This is an optimization exercise on Yosys and OpenROAD, whose aim is a short achievable clock period and few clock cycles, not a production implementation.
The RTL of this run was laid out without a check of its function.

==> design.v <==
package alu_pkg;
    localparam int word_w = 16;
    typedef logic [word_w-1:0] word_t;
    typedef enum logic [3:0] {
        alu_add  = 4'h0,
        alu_sub  = 4'h1,
        alu_mul  = 4'h2,
        alu_div  = 4'h3,
        alu_shl  = 4'h4,
        alu_shr  = 4'h5,
        alu_rol  = 4'h6,
        alu_ror  = 4'h7,
        alu_and  = 4'h8,
        alu_or   = 4'h9,
        alu_xor  = 4'ha,
        alu_nor  = 4'hb,
        alu_nand = 4'hc,
        alu_xnor = 4'hd,
        alu_gt   = 4'he,
        alu_eq   = 4'hf
    } alu_op_t;
endpackage
package isa_pkg;
    localparam int opcode_w = 4;
    localparam int addr_field_w = 12;
    localparam int imm_w = 8;
    typedef enum logic [opcode_w-1:0] {
        op_lda  = 4'h1,
        op_sta  = 4'h2,
        op_add  = 4'h3,
        op_sub  = 4'h4,
        op_jmp  = 4'h5,
        op_jz   = 4'h6,
        op_alui = 4'h7,
        op_out  = 4'h8,
        op_hlt  = 4'h9
    } opcode_t;
    typedef struct packed {
        opcode_t                 opcode;
        logic [addr_field_w-1:0] addr;
    } mem_form_t;
    typedef struct packed {
        opcode_t            opcode;
        logic [3:0]         alu_op;
        logic [imm_w-1:0]   imm;
    } op_form_t;
    typedef union packed {
        mem_form_t mem_form;
        op_form_t  op_form;
    } instr_t;
endpackage
`timescale 1ns/1ps
module alu #(
    parameter bit with_mul = 1'b1
) (
    input  logic        is_lda,
    input  logic        is_alui,
    input  logic        is_sub,
    input  logic [3:0]  aop,
    input  logic [7:0]  imm,
    input  logic [15:0] a,
    input  logic [15:0] m,
    output logic [15:0] result
);
    logic [15:0] b;
    logic        do_sub;
    logic [15:0] sum;
    logic [15:0] prod;
    logic [15:0] lres;
    assign b      = is_alui ? {8'd0, imm} : m;
    assign do_sub = is_alui ? (aop == 4'h1) : is_sub;
    assign sum    = a + (b ^ {16{do_sub}}) + {15'd0, do_sub};
    assign prod   = with_mul ? (a * {8'd0, imm}) : 16'd0;
    always_comb begin
        case (aop)
            4'h2:    lres = prod;
            4'h4:    lres = {a[14:0], 1'b0};
            4'h5:    lres = {1'b0, a[15:1]};
            4'h6:    lres = {a[14:0], a[15]};
            4'h7:    lres = {a[0], a[15:1]};
            4'h8:    lres = a & {8'd0, imm};
            4'h9:    lres = a | {8'd0, imm};
            4'ha:    lres = a ^ {8'd0, imm};
            4'hb:    lres = ~(a | {8'd0, imm});
            4'hc:    lres = ~(a & {8'd0, imm});
            4'hd:    lres = ~(a ^ {8'd0, imm});
            4'he:    lres = {15'd0, (a > {8'd0, imm})};
            4'hf:    lres = {15'd0, (a == {8'd0, imm})};
            default: lres = 16'd0;
        endcase
    end
    always_comb begin
        if (is_lda)
            result = m;
        else if (!is_alui || aop == 4'h0 || aop == 4'h1)
            result = sum;
        else
            result = lres;
    end
endmodule
module div_rom (
    input  logic [7:0]  d,
    output logic [16:0] m,
    output logic [3:0]  t
);
    always_comb begin
        case (d)
            8'd1: begin m = 17'd65536; t = 4'd0; end
            8'd2: begin m = 17'd32768; t = 4'd0; end
            8'd3: begin m = 17'd43691; t = 4'd1; end
            8'd4: begin m = 17'd16384; t = 4'd0; end
            8'd5: begin m = 17'd52429; t = 4'd2; end
            8'd6: begin m = 17'd43691; t = 4'd2; end
            8'd7: begin m = 17'd74899; t = 4'd3; end
            8'd8: begin m = 17'd8192; t = 4'd0; end
            8'd9: begin m = 17'd58255; t = 4'd3; end
            8'd10: begin m = 17'd52429; t = 4'd3; end
            8'd11: begin m = 17'd47663; t = 4'd3; end
            8'd12: begin m = 17'd43691; t = 4'd3; end
            8'd13: begin m = 17'd20165; t = 4'd2; end
            8'd14: begin m = 17'd74899; t = 4'd4; end
            8'd15: begin m = 17'd34953; t = 4'd3; end
            8'd16: begin m = 17'd4096; t = 4'd0; end
            8'd17: begin m = 17'd61681; t = 4'd4; end
            8'd18: begin m = 17'd58255; t = 4'd4; end
            8'd19: begin m = 17'd55189; t = 4'd4; end
            8'd20: begin m = 17'd52429; t = 4'd4; end
            8'd21: begin m = 17'd99865; t = 4'd5; end
            8'd22: begin m = 17'd47663; t = 4'd4; end
            8'd23: begin m = 17'd91181; t = 4'd5; end
            8'd24: begin m = 17'd43691; t = 4'd4; end
            8'd25: begin m = 17'd83887; t = 4'd5; end
            8'd26: begin m = 17'd20165; t = 4'd3; end
            8'd27: begin m = 17'd77673; t = 4'd5; end
            8'd28: begin m = 17'd74899; t = 4'd5; end
            8'd29: begin m = 17'd18079; t = 4'd3; end
            8'd30: begin m = 17'd34953; t = 4'd4; end
            8'd31: begin m = 17'd67651; t = 4'd5; end
            8'd32: begin m = 17'd2048; t = 4'd0; end
            8'd33: begin m = 17'd63551; t = 4'd5; end
            8'd34: begin m = 17'd61681; t = 4'd5; end
            8'd35: begin m = 17'd59919; t = 4'd5; end
            8'd36: begin m = 17'd58255; t = 4'd5; end
            8'd37: begin m = 17'd7085; t = 4'd2; end
            8'd38: begin m = 17'd55189; t = 4'd5; end
            8'd39: begin m = 17'd107547; t = 4'd6; end
            8'd40: begin m = 17'd52429; t = 4'd5; end
            8'd41: begin m = 17'd102301; t = 4'd6; end
            8'd42: begin m = 17'd99865; t = 4'd6; end
            8'd43: begin m = 17'd48771; t = 4'd5; end
            8'd44: begin m = 17'd47663; t = 4'd5; end
            8'd45: begin m = 17'd11651; t = 4'd3; end
            8'd46: begin m = 17'd91181; t = 4'd6; end
            8'd47: begin m = 17'd89241; t = 4'd6; end
            8'd48: begin m = 17'd43691; t = 4'd5; end
            8'd49: begin m = 17'd85599; t = 4'd6; end
            8'd50: begin m = 17'd83887; t = 4'd6; end
            8'd51: begin m = 17'd41121; t = 4'd5; end
            8'd52: begin m = 17'd20165; t = 4'd4; end
            8'd53: begin m = 17'd39569; t = 4'd5; end
            8'd54: begin m = 17'd77673; t = 4'd6; end
            8'd55: begin m = 17'd76261; t = 4'd6; end
            8'd56: begin m = 17'd74899; t = 4'd6; end
            8'd57: begin m = 17'd73585; t = 4'd6; end
            8'd58: begin m = 17'd18079; t = 4'd4; end
            8'd59: begin m = 17'd35545; t = 4'd5; end
            8'd60: begin m = 17'd34953; t = 4'd5; end
            8'd61: begin m = 17'd8595; t = 4'd3; end
            8'd62: begin m = 17'd67651; t = 4'd6; end
            8'd63: begin m = 17'd66577; t = 4'd6; end
            8'd64: begin m = 17'd1024; t = 4'd0; end
            8'd65: begin m = 17'd4033; t = 4'd2; end
            8'd66: begin m = 17'd63551; t = 4'd6; end
            8'd67: begin m = 17'd31301; t = 4'd5; end
            8'd68: begin m = 17'd61681; t = 4'd6; end
            8'd69: begin m = 17'd121575; t = 4'd7; end
            8'd70: begin m = 17'd59919; t = 4'd6; end
            8'd71: begin m = 17'd59075; t = 4'd6; end
            8'd72: begin m = 17'd58255; t = 4'd6; end
            8'd73: begin m = 17'd57457; t = 4'd6; end
            8'd74: begin m = 17'd7085; t = 4'd3; end
            8'd75: begin m = 17'd111849; t = 4'd7; end
            8'd76: begin m = 17'd55189; t = 4'd6; end
            8'd77: begin m = 17'd6809; t = 4'd3; end
            8'd78: begin m = 17'd107547; t = 4'd7; end
            8'd79: begin m = 17'd53093; t = 4'd6; end
            8'd80: begin m = 17'd52429; t = 4'd6; end
            8'd81: begin m = 17'd25891; t = 4'd5; end
            8'd82: begin m = 17'd102301; t = 4'd7; end
            8'd83: begin m = 17'd25267; t = 4'd5; end
            8'd84: begin m = 17'd99865; t = 4'd7; end
            8'd85: begin m = 17'd49345; t = 4'd6; end
            8'd86: begin m = 17'd48771; t = 4'd6; end
            8'd87: begin m = 17'd48211; t = 4'd6; end
            8'd88: begin m = 17'd47663; t = 4'd6; end
            8'd89: begin m = 17'd94255; t = 4'd7; end
            8'd90: begin m = 17'd11651; t = 4'd4; end
            8'd91: begin m = 17'd92183; t = 4'd7; end
            8'd92: begin m = 17'd91181; t = 4'd7; end
            8'd93: begin m = 17'd90201; t = 4'd7; end
            8'd94: begin m = 17'd89241; t = 4'd7; end
            8'd95: begin m = 17'd44151; t = 4'd6; end
            8'd96: begin m = 17'd43691; t = 4'd6; end
            8'd97: begin m = 17'd86481; t = 4'd7; end
            8'd98: begin m = 17'd85599; t = 4'd7; end
            8'd99: begin m = 17'd42367; t = 4'd6; end
            8'd100: begin m = 17'd83887; t = 4'd7; end
            8'd101: begin m = 17'd5191; t = 4'd3; end
            8'd102: begin m = 17'd41121; t = 4'd6; end
            8'd103: begin m = 17'd20361; t = 4'd5; end
            8'd104: begin m = 17'd20165; t = 4'd5; end
            8'd105: begin m = 17'd19973; t = 4'd5; end
            8'd106: begin m = 17'd39569; t = 4'd6; end
            8'd107: begin m = 17'd78399; t = 4'd7; end
            8'd108: begin m = 17'd77673; t = 4'd7; end
            8'd109: begin m = 17'd2405; t = 4'd2; end
            8'd110: begin m = 17'd76261; t = 4'd7; end
            8'd111: begin m = 17'd37787; t = 4'd6; end
            8'd112: begin m = 17'd74899; t = 4'd7; end
            8'd113: begin m = 17'd18559; t = 4'd5; end
            8'd114: begin m = 17'd73585; t = 4'd7; end
            8'd115: begin m = 17'd72945; t = 4'd7; end
            8'd116: begin m = 17'd18079; t = 4'd5; end
            8'd117: begin m = 17'd35849; t = 4'd6; end
            8'd118: begin m = 17'd35545; t = 4'd6; end
            8'd119: begin m = 17'd70493; t = 4'd7; end
            8'd120: begin m = 17'd34953; t = 4'd6; end
            8'd121: begin m = 17'd4333; t = 4'd3; end
            8'd122: begin m = 17'd8595; t = 4'd4; end
            8'd123: begin m = 17'd68201; t = 4'd7; end
            8'd124: begin m = 17'd67651; t = 4'd7; end
            8'd125: begin m = 17'd67109; t = 4'd7; end
            8'd126: begin m = 17'd66577; t = 4'd7; end
            8'd127: begin m = 17'd66053; t = 4'd7; end
            8'd128: begin m = 17'd512; t = 4'd0; end
            8'd129: begin m = 17'd16257; t = 4'd5; end
            8'd130: begin m = 17'd4033; t = 4'd3; end
            8'd131: begin m = 17'd16009; t = 4'd5; end
            8'd132: begin m = 17'd63551; t = 4'd7; end
            8'd133: begin m = 17'd63073; t = 4'd7; end
            8'd134: begin m = 17'd31301; t = 4'd6; end
            8'd135: begin m = 17'd31069; t = 4'd6; end
            8'd136: begin m = 17'd61681; t = 4'd7; end
            8'd137: begin m = 17'd61231; t = 4'd7; end
            8'd138: begin m = 17'd121575; t = 4'd8; end
            8'd139: begin m = 17'd30175; t = 4'd6; end
            8'd140: begin m = 17'd59919; t = 4'd7; end
            8'd141: begin m = 17'd29747; t = 4'd6; end
            8'd142: begin m = 17'd59075; t = 4'd7; end
            8'd143: begin m = 17'd29331; t = 4'd6; end
            8'd144: begin m = 17'd58255; t = 4'd7; end
            8'd145: begin m = 17'd57853; t = 4'd7; end
            8'd146: begin m = 17'd57457; t = 4'd7; end
            8'd147: begin m = 17'd28533; t = 4'd6; end
            8'd148: begin m = 17'd7085; t = 4'd4; end
            8'd149: begin m = 17'd14075; t = 4'd5; end
            8'd150: begin m = 17'd111849; t = 4'd8; end
            8'd151: begin m = 17'd27777; t = 4'd6; end
            8'd152: begin m = 17'd55189; t = 4'd7; end
            8'd153: begin m = 17'd13707; t = 4'd5; end
            8'd154: begin m = 17'd6809; t = 4'd4; end
            8'd155: begin m = 17'd108241; t = 4'd8; end
            8'd156: begin m = 17'd107547; t = 4'd8; end
            8'd157: begin m = 17'd53431; t = 4'd7; end
            8'd158: begin m = 17'd53093; t = 4'd7; end
            8'd159: begin m = 17'd52759; t = 4'd7; end
            8'd160: begin m = 17'd52429; t = 4'd7; end
            8'd161: begin m = 17'd104207; t = 4'd8; end
            8'd162: begin m = 17'd25891; t = 4'd6; end
            8'd163: begin m = 17'd6433; t = 4'd4; end
            8'd164: begin m = 17'd102301; t = 4'd8; end
            8'd165: begin m = 17'd101681; t = 4'd8; end
            8'd166: begin m = 17'd25267; t = 4'd6; end
            8'd167: begin m = 17'd100463; t = 4'd8; end
            8'd168: begin m = 17'd99865; t = 4'd8; end
            8'd169: begin m = 17'd49637; t = 4'd7; end
            8'd170: begin m = 17'd49345; t = 4'd7; end
            8'd171: begin m = 17'd98113; t = 4'd8; end
            8'd172: begin m = 17'd48771; t = 4'd7; end
            8'd173: begin m = 17'd96979; t = 4'd8; end
            8'd174: begin m = 17'd48211; t = 4'd7; end
            8'd175: begin m = 17'd47935; t = 4'd7; end
            8'd176: begin m = 17'd47663; t = 4'd7; end
            8'd177: begin m = 17'd94787; t = 4'd8; end
            8'd178: begin m = 17'd94255; t = 4'd8; end
            8'd179: begin m = 17'd2929; t = 4'd3; end
            8'd180: begin m = 17'd11651; t = 4'd5; end
            8'd181: begin m = 17'd23173; t = 4'd6; end
            8'd182: begin m = 17'd92183; t = 4'd8; end
            8'd183: begin m = 17'd2865; t = 4'd3; end
            8'd184: begin m = 17'd91181; t = 4'd8; end
            8'd185: begin m = 17'd1417; t = 4'd2; end
            8'd186: begin m = 17'd90201; t = 4'd8; end
            8'd187: begin m = 17'd44859; t = 4'd7; end
            8'd188: begin m = 17'd89241; t = 4'd8; end
            8'd189: begin m = 17'd88769; t = 4'd8; end
            8'd190: begin m = 17'd44151; t = 4'd7; end
            8'd191: begin m = 17'd2745; t = 4'd3; end
            8'd192: begin m = 17'd43691; t = 4'd7; end
            8'd193: begin m = 17'd86929; t = 4'd8; end
            8'd194: begin m = 17'd86481; t = 4'd8; end
            8'd195: begin m = 17'd43019; t = 4'd7; end
            8'd196: begin m = 17'd85599; t = 4'd8; end
            8'd197: begin m = 17'd21291; t = 4'd6; end
            8'd198: begin m = 17'd42367; t = 4'd7; end
            8'd199: begin m = 17'd21077; t = 4'd6; end
            8'd200: begin m = 17'd83887; t = 4'd8; end
            8'd201: begin m = 17'd41735; t = 4'd7; end
            8'd202: begin m = 17'd5191; t = 4'd4; end
            8'd203: begin m = 17'd82647; t = 4'd8; end
            8'd204: begin m = 17'd41121; t = 4'd7; end
            8'd205: begin m = 17'd81841; t = 4'd8; end
            8'd206: begin m = 17'd20361; t = 4'd6; end
            8'd207: begin m = 17'd40525; t = 4'd7; end
            8'd208: begin m = 17'd20165; t = 4'd6; end
            8'd209: begin m = 17'd40137; t = 4'd7; end
            8'd210: begin m = 17'd19973; t = 4'd6; end
            8'd211: begin m = 17'd39757; t = 4'd7; end
            8'd212: begin m = 17'd39569; t = 4'd7; end
            8'd213: begin m = 17'd78767; t = 4'd8; end
            8'd214: begin m = 17'd78399; t = 4'd8; end
            8'd215: begin m = 17'd39017; t = 4'd7; end
            8'd216: begin m = 17'd77673; t = 4'd8; end
            8'd217: begin m = 17'd77315; t = 4'd8; end
            8'd218: begin m = 17'd2405; t = 4'd3; end
            8'd219: begin m = 17'd76609; t = 4'd8; end
            8'd220: begin m = 17'd76261; t = 4'd8; end
            8'd221: begin m = 17'd18979; t = 4'd6; end
            8'd222: begin m = 17'd37787; t = 4'd7; end
            8'd223: begin m = 17'd75235; t = 4'd8; end
            8'd224: begin m = 17'd74899; t = 4'd8; end
            8'd225: begin m = 17'd37283; t = 4'd7; end
            8'd226: begin m = 17'd18559; t = 4'd6; end
            8'd227: begin m = 17'd73909; t = 4'd8; end
            8'd228: begin m = 17'd73585; t = 4'd8; end
            8'd229: begin m = 17'd4579; t = 4'd4; end
            8'd230: begin m = 17'd72945; t = 4'd8; end
            8'd231: begin m = 17'd72629; t = 4'd8; end
            8'd232: begin m = 17'd18079; t = 4'd6; end
            8'd233: begin m = 17'd36003; t = 4'd7; end
            8'd234: begin m = 17'd35849; t = 4'd7; end
            8'd235: begin m = 17'd71393; t = 4'd8; end
            8'd236: begin m = 17'd35545; t = 4'd7; end
            8'd237: begin m = 17'd35395; t = 4'd7; end
            8'd238: begin m = 17'd70493; t = 4'd8; end
            8'd239: begin m = 17'd35099; t = 4'd7; end
            8'd240: begin m = 17'd34953; t = 4'd7; end
            8'd241: begin m = 17'd4351; t = 4'd4; end
            8'd242: begin m = 17'd4333; t = 4'd4; end
            8'd243: begin m = 17'd69043; t = 4'd8; end
            8'd244: begin m = 17'd8595; t = 4'd5; end
            8'd245: begin m = 17'd68479; t = 4'd8; end
            8'd246: begin m = 17'd68201; t = 4'd8; end
            8'd247: begin m = 17'd16981; t = 4'd6; end
            8'd248: begin m = 17'd67651; t = 4'd8; end
            8'd249: begin m = 17'd67379; t = 4'd8; end
            8'd250: begin m = 17'd67109; t = 4'd8; end
            8'd251: begin m = 17'd33421; t = 4'd7; end
            8'd252: begin m = 17'd66577; t = 4'd8; end
            8'd253: begin m = 17'd33157; t = 4'd7; end
            8'd254: begin m = 17'd66053; t = 4'd8; end
            8'd255: begin m = 17'd32897; t = 4'd7; end
            default: begin m = 17'd0; t = 4'd0; end
        endcase
    end
endmodule
`timescale 1ns/1ps
module main_memory (
    input  logic        clk,
    input  logic        we,
    input  logic [7:0]  waddr,
    input  logic [15:0] wdata,
    input  logic [7:0]  faddr,
    output logic [63:0] fword,
    input  logic [7:0]  raddr0,
    output logic [15:0] rdata0,
    input  logic [7:0]  raddr1,
    output logic [15:0] rdata1,
    output logic [63:0] low_word
);
    logic [15:0] bank0 [0:63];
    logic [15:0] bank1 [0:63];
    logic [15:0] bank2 [0:63];
    logic [15:0] bank3 [0:63];
    always_ff @(posedge clk) begin
        if (we && waddr[1:0] == 2'd0) bank0[waddr[7:2]] <= wdata;
        if (we && waddr[1:0] == 2'd1) bank1[waddr[7:2]] <= wdata;
        if (we && waddr[1:0] == 2'd2) bank2[waddr[7:2]] <= wdata;
        if (we && waddr[1:0] == 2'd3) bank3[waddr[7:2]] <= wdata;
    end
    logic [5:0]  frow [4];
    logic [15:0] fb   [4];
    always_comb begin
        for (int b = 0; b < 4; b++) begin
            frow[b] = faddr[7:2] + ((b < faddr[1:0]) ? 6'd1 : 6'd0);
        end
    end
    assign fb[0] = bank0[frow[0]];
    assign fb[1] = bank1[frow[1]];
    assign fb[2] = bank2[frow[2]];
    assign fb[3] = bank3[frow[3]];
    always_comb begin
        for (int k = 0; k < 4; k++) begin
            fword[16*k +: 16] = fb[(faddr[1:0] + k) % 4];
        end
    end
    always_comb begin
        case (raddr0[1:0])
            2'd0: rdata0 = bank0[raddr0[7:2]];
            2'd1: rdata0 = bank1[raddr0[7:2]];
            2'd2: rdata0 = bank2[raddr0[7:2]];
            default: rdata0 = bank3[raddr0[7:2]];
        endcase
        case (raddr1[1:0])
            2'd0: rdata1 = bank0[raddr1[7:2]];
            2'd1: rdata1 = bank1[raddr1[7:2]];
            2'd2: rdata1 = bank2[raddr1[7:2]];
            default: rdata1 = bank3[raddr1[7:2]];
        endcase
    end
    assign low_word = {bank3[0], bank2[0], bank1[0], bank0[0]};
endmodule
`timescale 1ns/1ps
import alu_pkg::*;
import isa_pkg::*;
module computer #(
    parameter int addr_w = 8
) (
    input  logic              clk,
    input  logic              rst_n,
    input  logic              start,
    input  logic              prog_we,
    input  logic [addr_w-1:0] prog_addr,
    input  alu_pkg::word_t    prog_data,
    output logic              halted,
    output logic              out_valid,
    output alu_pkg::word_t    out_data,
    output alu_pkg::word_t    acc,
    output alu_pkg::word_t    pc
);
    localparam int W = 4;
    logic        pw_q;
    logic [7:0]  pa_q;
    logic [15:0] pd_q;
    logic        run_q;
    logic        halted_q;
    logic        ov_q;
    logic [15:0] od_q;
    logic [15:0] acc_q;
    logic [15:0] acco_q;
    logic [15:0] pc_q;
    logic [15:0] pco_q;
    logic [15:0] ir_q [W];
    logic        dph_q;
    assign halted    = halted_q;
    assign out_valid = ov_q;
    assign out_data  = od_q;
    assign acc       = acco_q;
    assign pc        = pco_q;
    logic [3:0] op   [W];
    logic [W-1:0] s_acc, s_mem, s_sta, s_jmp, s_jz, s_out, s_hlt, s_mul, s_div;
    always_comb begin
        for (int k = 0; k < W; k++) begin
            op[k]    = ir_q[k][15:12];
            s_mem[k] = (op[k] == op_lda) || (op[k] == op_add) || (op[k] == op_sub);
            s_acc[k] = s_mem[k] || (op[k] == op_alui);
            s_sta[k] = (op[k] == op_sta);
            s_jmp[k] = (op[k] == op_jmp);
            s_jz[k]  = (op[k] == op_jz);
            s_out[k] = (op[k] == op_out);
            s_hlt[k] = (op[k] == op_hlt);
            s_mul[k] = (op[k] == op_alui) && (ir_q[k][11:8] == 4'h2);
            s_div[k] = (op[k] == op_alui) && (ir_q[k][11:8] == 4'h3);
        end
    end
    logic [15:0] w0, w1;
    always_comb begin
        w0 = ir_q[W-1];
        w1 = ir_q[W-1];
        for (int k = W - 1; k >= 0; k--) begin
            if (s_acc[k]) begin
                w1 = w0;
                w0 = ir_q[k];
            end
        end
    end
    logic acc_zero;
    assign acc_zero = (acc_q == 16'd0);
    logic [2:0]  n;           
    logic [1:0]  nacc;        
    logic        g_sta;
    logic        g_sta_n;     
    logic [7:0]  g_sta_a;
    logic        g_out;
    logic [1:0]  g_out_n;
    logic        g_br;
    logic [11:0] g_tgt;
    logic        g_hlt;
    logic        g_div;
    logic       ok;
    logic       ended;
    logic [7:0] sa;
    always_comb begin
        n       = 3'd0;
        nacc    = 2'd0;
        g_sta   = 1'b0;
        g_sta_n = 1'b0;
        g_sta_a = 8'd0;
        g_out   = 1'b0;
        g_out_n = 2'd0;
        g_br    = 1'b0;
        g_tgt   = 12'd0;
        g_hlt   = 1'b0;
        g_div   = s_div[0];
        ended   = 1'b0;
        for (int k = 0; k < W; k++) begin
            sa = pc_q[7:0] + k;
            ok = !ended;
            if (k > 0) begin
                if (s_acc[k] && nacc == 2'd2) ok = 1'b0;
                if (s_mul[k] && nacc != 2'd0) ok = 1'b0;
                if (s_div[k]) ok = 1'b0;
                if (s_mem[k] && g_sta && ir_q[k][7:0] == g_sta_a) ok = 1'b0;
                if (s_sta[k] && (g_sta || nacc == 2'd2)) ok = 1'b0;
                if (s_out[k] && g_out) ok = 1'b0;
                if (s_jz[k] && nacc != 2'd0) ok = 1'b0;
                if (s_hlt[k] && g_out) ok = 1'b0;
                if (g_sta && sa == g_sta_a) ok = 1'b0;
            end
            if (!ok) begin
                ended = 1'b1;
            end else begin
                n = k + 1;
                if (s_sta[k]) begin
                    g_sta   = 1'b1;
                    g_sta_n = nacc[0];
                    g_sta_a = ir_q[k][7:0];
                end
                if (s_out[k]) begin
                    g_out   = 1'b1;
                    g_out_n = nacc;
                end
                if (s_acc[k]) nacc = nacc + 2'd1;
                if (s_jmp[k] || (s_jz[k] && acc_zero)) begin
                    g_br  = 1'b1;
                    g_tgt = ir_q[k][11:0];
                    ended = 1'b1;
                end
                if (s_hlt[k]) begin
                    g_hlt = 1'b1;
                    ended = 1'b1;
                end
                if (s_div[k]) ended = 1'b1;
            end
        end
    end
    logic        wr_en;
    logic [7:0]  wr_addr;
    logic [15:0] wr_data;
    logic [15:0] sta_data;
    logic [15:0] npc;
    logic [63:0] fword;
    logic [63:0] low_word;
    logic [15:0] rdata0, rdata1;
    logic        exec;
    assign exec = run_q && !(g_div && !div_ready);
    assign wr_en   = pw_q || (exec && g_sta);
    assign wr_addr = pw_q ? pa_q : g_sta_a;
    assign wr_data = pw_q ? pd_q : sta_data;
    main_memory main_memory_inst (
        .clk      (clk),
        .we       (wr_en),
        .waddr    (wr_addr),
        .wdata    (wr_data),
        .faddr    (npc[7:0]),
        .fword    (fword),
        .raddr0   (w0[7:0]),
        .rdata0   (rdata0),
        .raddr1   (w1[7:0]),
        .rdata1   (rdata1),
        .low_word (low_word)
    );
    logic [15:0] r0, r1;
    alu #(.with_mul(1'b1)) alu0 (
        .is_lda  (w0[15:12] == op_lda),
        .is_alui (w0[15:12] == op_alui),
        .is_sub  (w0[15:12] == op_sub),
        .aop     (w0[11:8]),
        .imm     (w0[7:0]),
        .a       (acc_q),
        .m       (rdata0),
        .result  (r0)
    );
    alu #(.with_mul(1'b0)) alu1 (
        .is_lda  (w1[15:12] == op_lda),
        .is_alui (w1[15:12] == op_alui),
        .is_sub  (w1[15:12] == op_sub),
        .aop     (w1[11:8]),
        .imm     (w1[7:0]),
        .a       (r0),
        .m       (rdata1),
        .result  (r1)
    );
    logic        div_ready;
    logic [7:0]  rom_in;
    logic [16:0] rom_m;
    logic [3:0]  rom_t;
    logic [16:0] m_q;
    logic [3:0]  t_q;
    logic        dz_q;
    logic        dvld_q;
    logic        dvld_next;
    logic [32:0] dprod;
    logic [16:0] dhigh;
    logic [15:0] div_res;
    assign div_ready = dvld_q || dph_q;
    always_comb begin
        rom_in    = ir_q[0][7:0];
        dvld_next = 1'b0;
        if (!(g_div && !div_ready)) begin
            for (int k = 1; k < W; k++) begin
                if (n == k) begin
                    rom_in    = ir_q[k][7:0];
                    dvld_next = s_div[k] && !g_br && !g_hlt
                                && !(g_sta && g_sta_a == pc_q[7:0] + k);
                end
            end
        end
    end
    div_rom div_rom_inst (
        .d (rom_in),
        .m (rom_m),
        .t (rom_t)
    );
    assign dprod   = acc_q * m_q;
    assign dhigh   = dprod[32:16] >> t_q;
    assign div_res = dz_q ? 16'hffff : dhigh[15:0];
    logic [15:0] acc_new;
    always_comb begin
        if (g_div)
            acc_new = div_res;
        else if (nacc == 2'd0)
            acc_new = acc_q;
        else if (nacc == 2'd1)
            acc_new = r0;
        else
            acc_new = r1;
    end
    assign sta_data = g_sta_n ? r0 : acc_q;
    logic [15:0] out_new;
    always_comb begin
        if (g_out_n == 2'd0)
            out_new = acc_q;
        else if (g_out_n == 2'd1)
            out_new = r0;
        else
            out_new = r1;
    end
    assign npc = g_br ? {4'd0, g_tgt} : (pc_q + {13'd0, exec ? n : 3'd0});
    logic [15:0] nir [W];
    logic [15:0] sir [W];
    always_comb begin
        for (int k = 0; k < W; k++) begin
            if (wr_en && wr_addr == npc[7:0] + k)
                nir[k] = wr_data;
            else
                nir[k] = fword[16*k +: 16];
            if (wr_en && wr_addr == k)
                sir[k] = wr_data;
            else
                sir[k] = low_word[16*k +: 16];
        end
    end
    always_ff @(posedge clk or negedge rst_n) begin
        if (!rst_n) begin
            pw_q <= 1'b0;
        end else begin
            pw_q <= prog_we;
        end
    end
    always_ff @(posedge clk) begin
        pa_q <= prog_addr;
        pd_q <= prog_data;
    end
    always_ff @(posedge clk) begin
        if (start) begin
            for (int k = 0; k < W; k++) ir_q[k] <= sir[k];
        end else begin
            for (int k = 0; k < W; k++) ir_q[k] <= nir[k];
        end
    end
    always_ff @(posedge clk or negedge rst_n) begin
        if (!rst_n) begin
            run_q    <= 1'b0;
            halted_q <= 1'b0;
            ov_q     <= 1'b0;
            acc_q    <= 16'd0;
            pc_q     <= 16'd0;
            dph_q    <= 1'b0;
            dvld_q   <= 1'b0;
        end else if (start) begin
            run_q    <= 1'b1;
            halted_q <= 1'b0;
            ov_q     <= 1'b0;
            acc_q    <= 16'd0;
            pc_q     <= 16'd0;
            dph_q    <= 1'b0;
            dvld_q   <= 1'b0;
        end else if (run_q) begin
            ov_q  <= exec && g_out;
            acc_q <= exec ? acc_new : acc_q;
            pc_q  <= npc;
            dph_q <= g_div && !div_ready;
            dvld_q <= exec && dvld_next;
            if (exec && g_hlt) begin
                run_q    <= 1'b0;
                halted_q <= 1'b1;
            end
        end else begin
            ov_q <= 1'b0;
        end
    end
    always_ff @(posedge clk or negedge rst_n) begin
        if (!rst_n) begin
            acco_q <= 16'd0;
            pco_q  <= 16'd0;
        end else if (!start && exec && g_hlt) begin
            acco_q <= acc_new;
            pco_q  <= npc;
        end
    end
    always_ff @(posedge clk) begin
        if (exec && g_out) od_q <= out_new;
        m_q  <= rom_m;
        t_q  <= rom_t;
        dz_q <= (rom_in == 8'd0);
    end
endmodule
==> flow/run.sh <==
#!/bin/bash
set -o pipefail
cp standard.sh synth_recipe.tcl config.mk flow/ 2>/dev/null
export SETUP_SLACK_MARGIN=30
bash standard.sh > standard_sh.log 2>&1
==> flow/synth_recipe.tcl <==
proc synth {args} { yosys synth -nofsm -noshare {*}$args }
source $::env(SCRIPTS_DIR)/synth.tcl
# left out here: clear keep_hierarchy, flatten, clean up, hide names made inside functions, write 1_2_yosys.v
==> flow/config.mk <==
export PLATFORM = sky130hd
export DESIGN_NAME = computer
export DESIGN_NICKNAME = bench
export VERILOG_FILES = /design/flow/design.v
export SDC_FILE = /design/flow/constraint.sdc
export NUM_CORES = 4
export LEC_CHECK = 0
export ABC_CLOCK_PERIOD_IN_PS = 8000
export CAP_MARGIN = 20
export CORE_MARGIN = 2
export CORE_UTILIZATION = 55
export SLEW_MARGIN = 20
==> flow/standard.sh <==
#!/bin/bash
# The standard flow's own layout of this design, on the ORFS make targets given (by default finish). After
# finish it leaves the final layout's DEF at /design/flow/out/final.def.
set -euo pipefail
make -C /OpenROAD-flow-scripts/flow DESIGN_CONFIG=/design/flow/config.mk WORK_HOME=/design/flow/orfs CLKGATE_MAP_FILE= SYNTH_SCRIPT=/design/flow/synth_recipe.tcl ABC_CLOCK_PERIOD_IN_PS=8000 CAP_MARGIN=20 CORE_MARGIN=2 CORE_UTILIZATION=55 SLEW_MARGIN=20 "${@:-finish}"
if [[ -f /design/flow/orfs/results/sky130hd/computer/base/6_final.odb ]]; then
  : # left out here: write the final layout as DEF
fi
==> standard.sh <==
#!/bin/bash
# synth_recipe.tcl (not shown) runs the flow's synth.tcl, then flattens the netlist and writes it again
# the make line also repeats each setting of config.mk as NAME=value (left out here)
make -C /OpenROAD-flow-scripts/flow DESIGN_CONFIG=/design/flow/config.mk WORK_HOME=/design/flow/orfs CLKGATE_MAP_FILE= SYNTH_SCRIPT=/design/flow/synth_recipe.tcl "${@:-finish}"
==> config.mk <==
export PLATFORM = sky130hd
export DESIGN_NAME = computer
export DESIGN_NICKNAME = computer
export VERILOG_FILES = /design/flow/design.v
export SDC_FILE = /design/flow/constraint.sdc
export NUM_CORES = 4
export LEC_CHECK = 0
export ABC_CLOCK_PERIOD_IN_PS = 8000
export CAP_MARGIN = 20
export CORE_MARGIN = 2
export CORE_UTILIZATION = 55
export SLEW_MARGIN = 20
==> constraint.sdc <==
create_clock -name core_clock -period 40.0 [get_ports {clk}]
set_input_delay 8.0000 -clock core_clock [delete_from_list [all_inputs] [get_ports {clk}]]
set_output_delay 8.0000 -clock core_clock [all_outputs]
set_load 0.01 [all_outputs]
==> impl_metrics.toml <==
[outcome]
error = "ERROR: TCL interpreter returned an error: Source files actually used in the design:"
status = "stopped before the end"
haltStage = "synthesis (1_2_yosys)"

[logic_synthesis]
yosys_warnings = 11
